Source: an optimization exercise on an open RTL-to-GDS flow (aim: small area). Production flows keep margins and buffers that such runs may drop.
In this exercise RTL edits were held to simulation tests only and were not proved equivalent to the original.
The clock port is modelled as an ideal driver; clocking choices that lean on that would not hold on a real chip.
No activity file was given, so power comes from the tool's default toggle rates.

oak:
## vecdot9
module vecdot9 (
  input  logic                clk,
  input  logic                reset,
  input  logic                en,
  input  vecdot_pkg::sample_t hin,
  input  logic                hin_valid,
  input  vecdot_pkg::sample_t xin,
  input  logic                xin_valid,
  output vecdot_pkg::sample_t dout,
  output logic                dout_valid,
  output logic                sat
);
For scale: ~1500 cells after synthesis, ~22000 sq um of cells after synthesis.
==> flow/config.mk <==
export PLATFORM = sky130hd
export DESIGN_NAME = vecdot9
export DESIGN_NICKNAME = vecdot9
export VERILOG_FILES = /design/flow/design.v
export SDC_FILE = /design/flow/constraint.sdc
export NUM_CORES = 4
export LEC_CHECK = 0
export ABC_AREA = 1
export CAP_MARGIN = 20
export CORE_MARGIN = 2
export CORE_UTILIZATION = 70
export CTS_CLUSTER_DIAMETER = 100
export CTS_CLUSTER_SIZE = 30
export GPL_TIMING_DRIVEN = 0
export SETUP_SLACK_MARGIN = -0.3
export SLEW_MARGIN = 20
==> flow/constraint.sdc <==
create_clock -name core_clock -period 8.0 [get_ports {clk}]
set_input_delay 1.6000 -clock core_clock [delete_from_list [all_inputs] [get_ports {clk}]]
set_output_delay 1.6000 -clock core_clock [all_outputs]
set_load 0.01 [all_outputs]
standard.sh (not shown) runs the stock make flow with config.mk's settings and CLKGATE_MAP_FILE= SYNTH_SCRIPT=/design/flow/synth_recipe.tcl, a recipe that flattens the netlist after the stock synthesis.
==> flow/flow/run.sh <==
#!/bin/bash
# The standard layout with three changes:
#  - synthesis skips the generic ABC pass inside Yosys's synth command and maps
#    through an area-oriented ABC script (flow/abc_area.script)
#    in place of ORFS's; ORFS's other scripts are used unchanged;
#  - every port still gets its own buffer, of the smallest buffer cell;
#  - clock tree synthesis inserts no dummy loads.
set -euo pipefail
here=$(pwd)
rm -rf "$here/scripts_abc"
cp -r "$FLOW_HOME/scripts" "$here/scripts_abc"
cp "$here/flow/abc_area.script" "$here/scripts_abc/abc_area.script"
bash standard.sh SCRIPTS_DIR="$here/scripts_abc" "SYNTH_ARGS=-noabc" synth > "$here/synth.log" 2>&1
bash standard.sh \
  "BUFFER_PORTS_ARGS=-buffer_cell sky130_fd_sc_hd__buf_1" \
  "CTS_ARGS=-sink_clustering_enable -repair_clock_nets -sink_clustering_size 30 -sink_clustering_max_diameter 100 -dont_use_dummy_load" \
  finish > "$here/layout.log" 2>&1
==> flow/flow/abc_area.script <==
strash
ifraig
dc2
dch -f
amap
topo
stime -c
upsize -c
dnsize -c
Relative to oak, the following input files were edited for pine:
Settings: a change of CORE_UTILIZATION from 70 to 60.
--- outcome ---
- Against oak, pine reports a ratio of total power to cell area that is lower.
- On share of post-route cells with drive strength above 1: between pine and oak, it ends up lower for oak.
- Compared with oak, in pine proportion of power drawn by combinational gates saw a decrease; number of multi-input combinational cells saw little to no change; total power saw a decrease.
- Comparing pine and oak, the higher standard cell core area is on pine.
- Synthesis-to-layout area growth: pine and oak compared, lower one is oak
- When the final numbers for pine and oak were put side by side, the share of the cycle needed by the critical path after routing turned out to be smaller in pine.
- Delay of the slowest critical-path stage: lower on pine
- Placed cell count was higher in pine than in oak.
- pine ended up with sky130_fd_sc_hd__dfxtp_2 as its critical-path cell with the highest stage delay; oak ended up with sky130_fd_sc_hd__o221ai_4.
- Final instance area in pine is about 0.5% higher than in oak
Modified inputs, birch compared to pine
Settings: CORE_UTILIZATION: 60 -> 70.
--- a/flow/flow/run.sh
+++ b/flow/flow/run.sh
@@ -2 +2 @@
-# The standard layout with three changes:
+# The standard layout with these changes:
@@ -4,2 +4,2 @@
-#    through an area-oriented ABC script (flow/abc_area.script)
-#    in place of ORFS's; ORFS's other scripts are used unchanged;
+#    through an area-oriented ABC script (flow/abc_area.script) in place of
+#    ORFS's; ORFS's other scripts are used unchanged;
@@ -7 +7,5 @@
-#  - clock tree synthesis inserts no dummy loads.
+#  - clock tree synthesis inserts no dummy loads;
+#  - after clock tree synthesis (flow/post_cts.tcl) and after global routing
+#    (ORFS's RECOVER_POWER step), gates on paths with positive slack are
+#    downsized, and the slew and capacitance limits repaired right after
+#    (flow/pre_grt.tcl adds that repair to ORFS's step).
@@ -16,0 +21,3 @@
+  RECOVER_POWER=100 \
+  PRE_GLOBAL_ROUTE_TCL="$here/flow/pre_grt.tcl" \
+  POST_CTS_TCL="$here/flow/post_cts.tcl" \
==> flow/flow/post_cts.tcl (new file) <==
# Downsize gates on paths with positive slack after clock tree synthesis too,
# then repair slew and capacitance limits and legalize.
if { $::env(RECOVER_POWER) != 0 } {
  log_cmd estimate_parasitics -placement
  log_cmd repair_timing -verbose -recover_power $::env(RECOVER_POWER)
  log_cmd repair_design -verbose -cap_margin $::env(CAP_MARGIN) \
    -slew_margin $::env(SLEW_MARGIN) -match_cell_footprint
  log_cmd detailed_placement
  check_placement -verbose
}
==> flow/flow/pre_grt.tcl (new file) <==
# Power recovery downsizes gates on paths with positive slack, and may leave
# slew or capacitance violations; repair them right after, then legalize.
proc recover_power_helper { } {
  if { $::env(RECOVER_POWER) == 0 } {
    return
  }
  log_cmd repair_timing -verbose -recover_power $::env(RECOVER_POWER)
  log_cmd repair_design -verbose -cap_margin $::env(CAP_MARGIN) \
    -slew_margin $::env(SLEW_MARGIN) -match_cell_footprint
  log_cmd detailed_placement
}
[summary]
- birch and pine ended up with nearly the same power.
- birch has filler cell count below what pine had.
- Summary of birch over pine: final worst clock skew went up; setup slack after layout went down.
Here is what was changed in the inputs of maple compared with birch.
--- a/flow/flow/run.sh
+++ b/flow/flow/run.sh
@@ -2 +2 @@
-# The standard layout with these changes:
+# The standard layout with three changes:
@@ -4,2 +4,2 @@
-#    through an area-oriented ABC script (flow/abc_area.script) in place of
-#    ORFS's; ORFS's other scripts are used unchanged;
+#    through an area-oriented ABC script (flow/abc_area.script)
+#    in place of ORFS's; ORFS's other scripts are used unchanged;
@@ -8,4 +8,2 @@
-#  - after clock tree synthesis (flow/post_cts.tcl) and after global routing
-#    (ORFS's RECOVER_POWER step), gates on paths with positive slack are
-#    downsized, and the slew and capacitance limits repaired right after
-#    (flow/pre_grt.tcl adds that repair to ORFS's step).
+#  - after global routing, gates on paths with positive slack are downsized
+#    (ORFS's RECOVER_POWER step, for all such paths).
@@ -19,0 +18 @@
+  RECOVER_POWER=100 \
@@ -21,3 +19,0 @@
-  RECOVER_POWER=100 \
-  PRE_GLOBAL_ROUTE_TCL="$here/flow/pre_grt.tcl" \
-  POST_CTS_TCL="$here/flow/post_cts.tcl" \
removed: flow/flow/post_cts.tcl
removed: flow/flow/pre_grt.tcl
### Flow results
maple finished all stages; however, its layout fails the closing checks, the failures being capacitance limit, slew limit.
In the tables for birch and maple, area growth from synthesis to final layout reads higher with birch.
Between maple and birch, the net count reported at finish does not differ in any meaningful way.
On non-filler instance count after layout, maple tracks birch almost exactly.
Diff birch and maple: part of the cycle the worst path needs higher in maple
Between maple and birch, the maximum clock frequency does not differ in any meaningful way.
In terms of total detailed-routing wirelength, maple and birch differ only marginally.
birch and maple ended up with roughly the same sequential share of layout area.
Delta(count of max-cap constraint violations, maple - birch) > 0
Total power: maple vs birch up 0.49%
Post-route minimum period (lower): birch
Diff birch -> maple | met2 track utilization from global routing | increase of 0.17 points
diff inputs: maple => cedar
--- a/flow/flow/run.sh
+++ b/flow/flow/run.sh
@@ -2 +2 @@
-# The standard layout with three changes:
+# The standard layout with these changes:
@@ -4,2 +4,2 @@
-#    through an area-oriented ABC script (flow/abc_area.script)
-#    in place of ORFS's; ORFS's other scripts are used unchanged;
+#    through an area-oriented ABC script (flow/abc_area.script) in place of
+#    ORFS's; ORFS's other scripts are used unchanged;
@@ -9 +9,2 @@
-#    (ORFS's RECOVER_POWER step, for all such paths).
+#    (ORFS's RECOVER_POWER step), and flow/pre_grt.tcl has that step repair the
+#    slew and capacitance limits again right after.
@@ -17,0 +19 @@
+  "CTS_ARGS=-sink_clustering_enable -repair_clock_nets -sink_clustering_size 30 -sink_clustering_max_diameter 100 -dont_use_dummy_load" \
@@ -19 +21 @@
-  "CTS_ARGS=-sink_clustering_enable -repair_clock_nets -sink_clustering_size 30 -sink_clustering_max_diameter 100 -dont_use_dummy_load" \
+  PRE_GLOBAL_ROUTE_TCL="$here/flow/pre_grt.tcl" \
==> flow/flow/pre_grt.tcl (new file) <==
# Power recovery downsizes gates on paths with positive slack, and may leave
# slew or capacitance violations; repair them right after, then legalize.
proc recover_power_helper { } {
  if { $::env(RECOVER_POWER) == 0 } {
    return
  }
  log_cmd repair_timing -verbose -recover_power $::env(RECOVER_POWER)
  log_cmd repair_design -verbose -cap_margin $::env(CAP_MARGIN) \
    -slew_margin $::env(SLEW_MARGIN) -match_cell_footprint
  log_cmd detailed_placement
}
--- outcome ---
cedar finished every stage and its layout cleared the timing, design-rule and antenna checks. The source of the critical timing path comes out step_q[7] in one run and step_q[8] in the other, namely in cedar and maple respectively. [compare] base=maple new=cedar: total via count after detailed routing saw little to no change, number of violations of the max-capacitance limit fell 3. On final standard cell count with taps included and fillers excluded, maple tracks cedar almost exactly. On mapped cell area, cedar and maple are neck and neck. Between cedar and maple, the difference in overall power after layout is negligible. From maple to cedar, sequential cell count did not move at all.

[port drivers added, routing unchanged]
In the flow no input, the clock included, has a driving cell. The finished layouts below were timed again as built, in two steps.
Step 1, drivers: a clkbuf_16 drives clk and a buf_2 each remaining input, both assumed.
Step 2, shift: input delay + t, output delay - t, t = (earliest + latest rising clock arrival at the registers) / 2. This alone moves slack from input paths to output paths.
Three values: no drivers, after step 1, after step 2; two values: the first two.
run	t, ns	slack for setup (ns)	worst setup path after step 2	worst register clock-pin slew, ns
oak	0.585	0.216 / 0.216 / 0.216	register to register	0.11 / 0.11
pine	0.603	0.275 / 0.275 / 0.275	register to register	0.12 / 0.12
birch	0.584	0.230 / 0.230 / 0.230	register to register	0.11 / 0.11
maple	0.584	0.212 / 0.212 / 0.212	register to register	0.11 / 0.11
cedar	0.586	0.168 / 0.168 / 0.168	register to register	0.11 / 0.11
